This is an optimization exercise on Yosys and OpenROAD, whose aim is small area and a short achievable clock period, not a production implementation.
In this exercise RTL edits were held to simulation tests only and were not proved equivalent to the original.
Power and IR drop assume default switching activity.

### standard.sh
#!/bin/bash
# synth_recipe.tcl (not shown) runs the flow's synth.tcl, then flattens the netlist and writes it again
# the make line also repeats each setting of config.mk as NAME=value (left out here)
make -C /OpenROAD-flow-scripts/flow DESIGN_CONFIG=/design/flow/config.mk WORK_HOME=/design/flow/orfs CLKGATE_MAP_FILE= SYNTH_SCRIPT=/design/flow/synth_recipe.tcl "${@:-finish}"
### flow/run.sh
#!/bin/bash
# standard layout, with port buffers of a plain buffer cell instead of the
# delay-type buffer buffer_ports picks on its own
set -euo pipefail
bash standard.sh "BUFFER_PORTS_ARGS=-buffer_cell sky130_fd_sc_hd__buf_2" finish > make_finish.log 2>&1
### design.v
package memArbPkg;
  localparam int nMasters   = 4;   
  localparam int sliceLen   = 4;   
  localparam int addrW      = 6;   
  localparam int dataW      = 16;
  localparam int queueDepth = 4;   
  typedef logic [addrW-1:0]    addr_t;      
  typedef logic [dataW-1:0]    data_t;      
  typedef logic [nMasters-1:0] grant_t;     
  typedef logic [1:0]          slotCnt_t;   
  typedef enum logic [2:0] {
    idle = 3'd0,
    own0 = 3'd1,
    own1 = 3'd2,
    own2 = 3'd3,
    own3 = 3'd4
  } arbState_e;
endpackage
`timescale 1ns/1ps
module cmdQueueMaster (
  input  logic             clk,
  input  logic             rst,
  input  logic             cmdValid,
  input  logic             cmdWrite,
  input  memArbPkg::addr_t cmdAddr,
  input  memArbPkg::data_t cmdData,
  input  logic             pop,         
  output logic             cmdFull,
  output logic             req,         
  output logic             nextReq,     
  output logic             nextWrite,   
  output memArbPkg::addr_t nextAddr,
  output memArbPkg::data_t nextData
);
  localparam int CW = 1 + memArbPkg::addrW + memArbPkg::dataW;   
  logic [CW-1:0] q [4];
  logic [1:0] wrPtr;
  logic [3:0] rdOne;    
  logic [4:0] level;    
  logic       push;
  logic       bypass;
  logic [4:0] src;      
  logic [CW-1:0] head;
  assign cmdFull = level[4];
  assign req     = !level[0];
  assign push    = cmdValid && !level[4];
  always_ff @(posedge clk) begin
    if (push) begin
      q[wrPtr] <= {cmdWrite, cmdAddr, cmdData};
    end
  end
  always_ff @(posedge clk or negedge rst) begin
    if (!rst) begin
      wrPtr <= '0;
      rdOne <= 4'b0001;
      level <= 5'b00001;
    end else begin
      if (push) wrPtr <= wrPtr + 2'd1;
      if (pop)  rdOne <= {rdOne[2:0], rdOne[3]};
      case ({push, pop})
        2'b10:   level <= {level[3:0], 1'b0};
        2'b01:   level <= {1'b0, level[4:1]};
        default: level <= level;
      endcase
    end
  end
  assign bypass  = level[0] || (level[1] && pop);
  assign nextReq = !bypass || push;
  always_comb begin
    for (int k = 0; k < 4; k++) begin
      src[k] = !bypass && (pop ? rdOne[(k + 3) % 4] : rdOne[k]);
    end
    src[4] = bypass;
    head = {cmdWrite, cmdAddr, cmdData} & {CW{src[4]}};
    for (int k = 0; k < 4; k++) begin
      head = head | (q[k] & {CW{src[k]}});
    end
  end
  assign {nextWrite, nextAddr, nextData} = head;
endmodule
`timescale 1ns/1ps
module sliceArbiter (
  input  logic                           clk,
  input  logic                           rst,
  input  logic [memArbPkg::nMasters-1:0] req,
  output memArbPkg::grant_t              gnt,
  output memArbPkg::grant_t              nextGnt
);
  memArbPkg::slotCnt_t cnt;
  logic                idle;
  logic                sliceEnd;
  assign idle     = (gnt == '0);
  assign sliceEnd = (cnt == 2'd3);
  always_comb begin
    nextGnt = gnt;
    if (idle) begin
      casez (req)
        4'b???1: nextGnt = 4'b0001;
        4'b??10: nextGnt = 4'b0010;
        4'b?100: nextGnt = 4'b0100;
        4'b1000: nextGnt = 4'b1000;
        default: nextGnt = 4'b0000;
      endcase
    end else if (sliceEnd) begin
      nextGnt = '0;
      for (int o = 0; o < 4; o++) begin
        if (gnt[o]) begin
          for (int k = 3; k >= 0; k--) begin
            if (req[(o + 1 + k) % 4]) nextGnt = 4'(1 << ((o + 1 + k) % 4));
          end
        end
      end
    end
  end
  always_ff @(posedge clk or negedge rst) begin
    if (!rst) begin
      gnt <= '0;
      cnt <= '0;
    end else begin
      gnt <= nextGnt;
      cnt <= (idle || sliceEnd) ? 2'd0 : cnt + 2'd1;
    end
  end
endmodule
`timescale 1ns/1ps
module sharedRam (
  input  logic                           clk,
  input  logic                           rst,
  input  logic [memArbPkg::nMasters-1:0] issPop,     
  input  logic                           issWrite,   
  input  logic                           issWe,      
  input  logic                           issWeDup,   
  input  logic [7:0]                     issHi,      
  input  logic [7:0]                     issLo,      
  input  memArbPkg::data_t               issData,
  output logic [memArbPkg::nMasters-1:0] rdValid,
  output memArbPkg::data_t               rdData
);
  localparam int NW = 2**memArbPkg::addrW;
  localparam int DW = memArbPkg::dataW;
  logic                  phase;     
  logic [NW-1:0][DW-1:0] mem;       
  logic [NW-1:0]         wordSel;
  logic [NW-1:0]         wordWe;
  logic [NW-1:0]         wordHold;
  logic [DW-1:0]         wrBits;
  logic [DW-1:0]         rdWord;
  always_ff @(posedge clk or negedge rst) begin
    if (!rst) begin
      phase <= 1'b0;
    end else begin
      phase <= !phase;
    end
  end
  always_comb begin
    for (int w = 0; w < NW; w++) begin
      wordSel[w]  = issHi[w/8] && issLo[w%8];
      wordWe[w]   = issHi[w/8] && issLo[w%8] && issWe;
      wordHold[w] = !(issHi[w/8] && issLo[w%8] && issWeDup);
    end
  end
  assign wrBits = issData ^ {DW{phase}};
  always_ff @(posedge clk) begin
    for (int w = 0; w < NW; w++) begin
      mem[w] <= ~((mem[w] | {DW{wordWe[w]}}) & ({DW{wordHold[w]}} | wrBits));
    end
  end
  always_comb begin
    rdWord = '0;
    for (int w = 0; w < NW; w++) begin
      rdWord = rdWord | (mem[w] & {DW{wordSel[w]}});
    end
  end
  always_ff @(posedge clk) begin
    rdData <= rdWord ^ {DW{phase}};
  end
  always_ff @(posedge clk or negedge rst) begin
    if (!rst) begin
      rdValid <= '0;
    end else begin
      rdValid <= issPop & {memArbPkg::nMasters{!issWrite}};
    end
  end
endmodule
`timescale 1ns/1ps
module sharedMemSys (
  input  logic                           clk,
  input  logic                           rst,
  input  logic [memArbPkg::nMasters-1:0] cmdValid,
  input  logic [memArbPkg::nMasters-1:0] cmdWrite,
  input  logic [memArbPkg::nMasters*memArbPkg::addrW-1:0] cmdAddr,   
  input  logic [memArbPkg::nMasters*memArbPkg::dataW-1:0] cmdData,   
  output logic [memArbPkg::nMasters-1:0] cmdFull,
  output logic [memArbPkg::nMasters-1:0] rdValid,
  output memArbPkg::data_t               rdData,
  output memArbPkg::grant_t              gnt
);
  localparam int NM = memArbPkg::nMasters;
  localparam int AW = memArbPkg::addrW;
  localparam int DW = memArbPkg::dataW;
  logic [NM-1:0]     req;
  logic [NM-1:0]     nextReq;
  logic [NM-1:0]     nextWrite;
  logic [NM*AW-1:0]  nextAddr;
  logic [NM*DW-1:0]  nextData;
  memArbPkg::grant_t nextGnt;
  logic [NM-1:0]    issPop;     
  logic             issWrite;
  logic             issWe;
  logic             issWeDup;
  logic [7:0]       issHi;
  logic [7:0]       issLo;
  memArbPkg::data_t issData;
  for (genvar i = 0; i < NM; i++) begin : gMaster
    cmdQueueMaster queueMaster (
      .clk       (clk),
      .rst       (rst),
      .cmdValid  (cmdValid[i]),
      .cmdWrite  (cmdWrite[i]),
      .cmdAddr   (cmdAddr[i*AW +: AW]),
      .cmdData   (cmdData[i*DW +: DW]),
      .pop       (issPop[i]),
      .cmdFull   (cmdFull[i]),
      .req       (req[i]),
      .nextReq   (nextReq[i]),
      .nextWrite (nextWrite[i]),
      .nextAddr  (nextAddr[i*AW +: AW]),
      .nextData  (nextData[i*DW +: DW])
    );
  end
  sliceArbiter arbiter (
    .clk     (clk),
    .rst     (rst),
    .req     (req),
    .gnt     (gnt),
    .nextGnt (nextGnt)
  );
  logic             selWrite;
  memArbPkg::addr_t selAddr;
  memArbPkg::data_t selData;
  logic [NM-1:0]    nextPop;
  always_comb begin
    selWrite = 1'b0;
    selAddr  = '0;
    selData  = '0;
    for (int i = 0; i < NM; i++) begin
      selWrite = selWrite | (nextWrite[i] & nextGnt[i]);
      selAddr  = selAddr | (nextAddr[i*AW +: AW] & {AW{nextGnt[i]}});
      selData  = selData | (nextData[i*DW +: DW] & {DW{nextGnt[i]}});
    end
  end
  assign nextPop = nextGnt & nextReq;
  always_ff @(posedge clk or negedge rst) begin
    if (!rst) begin
      issPop   <= '0;
      issWe    <= 1'b0;
      issWeDup <= 1'b0;
    end else begin
      issPop   <= nextPop;
      issWe    <= (|nextPop) && selWrite;
      issWeDup <= |(nextPop & nextWrite);   
    end
  end
  always_ff @(posedge clk) begin
    issWrite <= selWrite;
    for (int k = 0; k < 8; k++) begin
      issHi[k] <= (selAddr[5:3] == 3'(k));
      issLo[k] <= (selAddr[2:0] == 3'(k));
    end
    issData <= selData;
  end
  sharedRam ram (
    .clk      (clk),
    .rst      (rst),
    .issPop   (issPop),
    .issWrite (issWrite),
    .issWe    (issWe),
    .issWeDup (issWeDup),
    .issHi    (issHi),
    .issLo    (issLo),
    .issData  (issData),
    .rdValid  (rdValid),
    .rdData   (rdData)
  );
endmodule
### constraint.sdc
create_clock -name core_clock -period 4.0 [get_ports {clk}]
set_input_delay 0.8000 -clock core_clock [delete_from_list [all_inputs] [get_ports {clk}]]
set_output_delay 0.8000 -clock core_clock [all_outputs]
set_load 0.01 [all_outputs]
### config.mk
export PLATFORM = sky130hd
export DESIGN_NAME = sharedMemSys
export DESIGN_NICKNAME = sharedMemSys
export VERILOG_FILES = /design/flow/design.v
export SDC_FILE = /design/flow/constraint.sdc
export NUM_CORES = 4
export LEC_CHECK = 0
export CAP_MARGIN = 20
export CORE_MARGIN = 2
export CORE_UTILIZATION = 55
export SETUP_SLACK_MARGIN = 1.8
export SLEW_MARGIN = 20
export TNS_END_PERCENT = 5
==> summary.txt <==
worst reg2reg path endpoint=ram.rdData[15]; Setup crit end kind=register; Final min period=between 2000 and 3000 ps; unique cell type count in the Yosys netlist=64; fraction of post-synthesis cell area in the top cell type by area=0.400; setup violation total in the final timing report=0; number of enable flip-flop cells after synthesis=about 370; Yosys warnings=4; Synth async-reset ratio=0.0406; cell with the most instances after synthesis=o22ai_1; worst setup path startpoint=issHi[1]; Seq/Total Area, Yosys=0.634; core occupancy in the finished layout=0.676; Final Net Count=5047; final setup skew=26.4 ps; number of standard-cell rows in the floorplan=about 110; Initial Utilization=0.555; total area of multi-input combinational cells=roughly 0.019 mm^2; number of top-level design ports=around 130; total power=about 31 mW; maximum number of pins on one net before global-route repair=between 60 and 70; horizontal extent of the die=approximately 320 um; Die Outline Area=around 0.10 mm^2; htree depth=4; Synth-to-Final Area Change=21.8%; biggest fanout along the worst timing path=23; router iterations before antenna repair=12; maximum root-to-sink buffer count=3; unrepaired setup endpoints after global routing=true; min-delay worst type=in2async; max-slew violation count=0; number of antenna violations at the first check in global routing=24; kind of critical path=reg2reg; most used flip-flop cell after synthesis=dfxtp_1; outcome=no timing/DRC/antenna violations; vias post-DR=around 50000; final setup TNS=0 ps; measured slew at the worst slew-check pin=about 1300 ps; vias in the first global route=44857; CTS tree=done; CP Data Arrival Time=approximately 3600 ps; largest area contributor in the synthesized netlist=dfxtp_1; DRC violations left=0; top cell types by occurrence after synthesis=o22ai_1 (1085), dfxtp_1 (1073), clkbuf_1 (443), a22oi_1 (417), edfxtp_1 (368); fraction of final layout cells with drive strength greater than 1=0.214; core footprint=around 0.097 mm^2; Synth Net Count=4877; total congestion overflow=0; drt total wl=between 200 and 300 mm; critical path capture point=ram.rdData[15]; mapped cell area=around 0.054 mm^2; Die Span Y=about 320 um; worst slack at placement=1010 ps; flop2flop setup slack=~1000 ps; number of hold-slack violations in the final timing report=0; Leak Pwr=23.7 nW; Fill cells=roughly 7300; cells taking the most area after synthesis=dfxtp_1 (40%), edfxtp_1 (21%), o22ai_1 (13%); clk latency of the worst-skew pair=780 ps; first-pass GRT wire length=356 mm; count of input and output buffers=between 100 and 150; Worst IR Drop VDD=0.000448 V; GRT Overall Usage=0.511; Initial DRC Count=10784; flops & latches, synth=about 1500; hold buffer count at CTS=0; final routed wire length divided by cell count=slightly above 40 um; Reg2Reg Depth=7; Max-slew headroom=0.133; clock slew seen by the registers of the worst setup and hold paths=60 ps; max_cap viols=0; clock buffers created by TritonCTS=~150; maximum clock frequency=between 300 and 400 MHz; Worst Slack Setup Final=between 1000 and 1500 ps; register area=around 0.034 mm^2; syn_area_per_cell=about 11 um^2; required arrival time at the worst endpoint=about 4700 ps; detailed-placement wirelength estimate=153 mm; root buffer cell=clkbuf_16; Gate Count Post-Synth=4758; portion of the clock cycle consumed by the worst path in the final layout=0.738; FF-to-FF Start=issHi[1]; Routability Congestion=approximately 1.1; power density over cell area=479 mW/mm^2; post-DR vias/cell=7.86; critical path startpoint category=register; Clock Sinks=1502; count of antenna-violating nets left after detailed routing=0
==> report_power, final <==
| group | internal (mW) | total [mW] | switching (mW) |
|---|---|---|---|
| Clock | 8.04 | 14.0 | 5.96 |
| Combinational | 0.172 | 0.806 | 0.634 |
| Sequential | 16.4 | 16.5 | 0.176 |
==> state kept, by name, summed over array words and instances, names as in the netlist <==
register and cells:
arbiter.cnt 2, arbiter.gnt 4, gMaster.queueMaster.level 20, gMaster.queueMaster.q 368, gMaster.queueMaster.rdOne 16, gMaster.queueMaster.wrPtr 8
issData 16, issHi 8, issLo 8, issPop 4, issWe 1, issWeDup 1
issWrite 1, ram.mem 1024, ram.phase 1, ram.rdData 16, ram.rdValid 4
==> cell usage in the layout, fill, tap and decap left out, types with 41 or more instances in the layout <==
cell type and count:
clkbuf_1 53, nand3_1 150, edfxtp_1 368, dfrtp_1 45, buf_6 41, dfxtp_1 1057, clkbuf_16 162, o22ai_1 1081
a21oi_1 109, buf_4 290, a22oi_1 383, and3_1 73, buf_12 73, nand2_1 129, a21oi_2 61, buf_2 124
a222oi_1 138
==> metrics by stage <==
| stage | std cells | hold WS [ps] | area (um^2) |
|---|---|---|---|
| floorplan | 4758 | 404 | 53700 |
| global placement | 5792 | 415 | 55800 |
| detailed placement | 5792 | 421 | 55800 |
| CTS | 6227 | 204 | 63900 |
| global route | 6320 | 225 | 65400 |
| finish | 6341 | 163 | 65400 |
==> worst min-delay path by stage <==
stage                 start        endpoint  slack [ps]  cells past startpoint
6_report                rst  ram.rdValid[0]         160                      1
5_1_grt                 rst  ram.rdValid[0]         230                      1
4_1_cts                 rst  ram.rdValid[0]         200                      1
3_5_place_dp   ram.mem[493]    ram.mem[493]         420                      1
3_3_place_gp   ram.mem[381]    ram.mem[381]         410                      1
2_1_floorplan  ram.mem[133]    ram.mem[133]         400                      1
==> layout make-up <==
| type | instances | share of cell area |
|---|---|---|
| diodes | 26 | 0.000995 |
| clock buffers | 235 | 0.0684 |
| clock inverters | 31 | 0.00476 |
| inverters | 35 | 0.00253 |
| multi-input cells | 2667 | 0.291 |
| flip-flops and latches | 1502 | 0.522 |
| well taps | 1276 | 0.0244 |
| repair buffers | 569 | 0.0862 |
==> per-layer routing <==
layer,global-route usage,part of all wire,vias up
li1,-,-,19320
met1,0.597,0.33,24083
met2,0.701,0.40,4949
met3,0.239,0.15,1481
met4,0.437,0.11,16
met5,0.0384,0.0020,-
==> cells by family after synthesis <==
| family | Yosys count | share of synthesized area |
|---|---|---|
| mux | 14 | 0.00266 |
| simple gates | 634 | 0.0622 |
| compound gates | 1961 | 0.247 |
| xor+xnor | 36 | 0.00587 |
| flops | 1502 | 0.634 |
| buf+inv | 590 | 0.0429 |
| fa+ha+maj | 21 | 0.00489 |
==> worst max-delay path, stage by stage (launching register included) <==
cell and delay (ps):
dfxtp_4 360, buf_12 170, buf_8 180, a222oi_1 990, o22ai_1 300, nor2_1 280
nand4_1 220, xnor2_2 320
==> what timing repair did <==
item                       4_1_cts  5_1_grt
setup buffers                  162       81
pin swaps                       87       95
setup endpoints to repair     1074      983
cloned                           7        6
gates resized for setup        249      145

-- afterwards: timing with drivers on the ports --
How much do the figures lean on ideal ports? The routed layout below was timed once more, with nothing changed but the port constraints.
Step 1 sets driving cells, clkbuf_16 on the clock port and buf_2 on the other inputs (assumed; they add their load-dependent delay and slew).
Step 2 moves the port delays by t, midway between the first and last clock arrival at a register: inputs arrive t later, outputs are due t later. That takes back most of the time a late clock gives input paths.
a / b / c = no drivers / after step 1 / after step 2; a / b = the first two.
t, ns: 0.839
slack for setup (ns): 1.050 / 1.050 / 1.050
worst setup path at the end: register to register
clock arrival spread, ns: 0.028 / 0.028
After both steps this run still meets setup and hold. For this run, drivers alone change the setup slack by 0.000 ns; drivers and shift together by 0.000 ns.
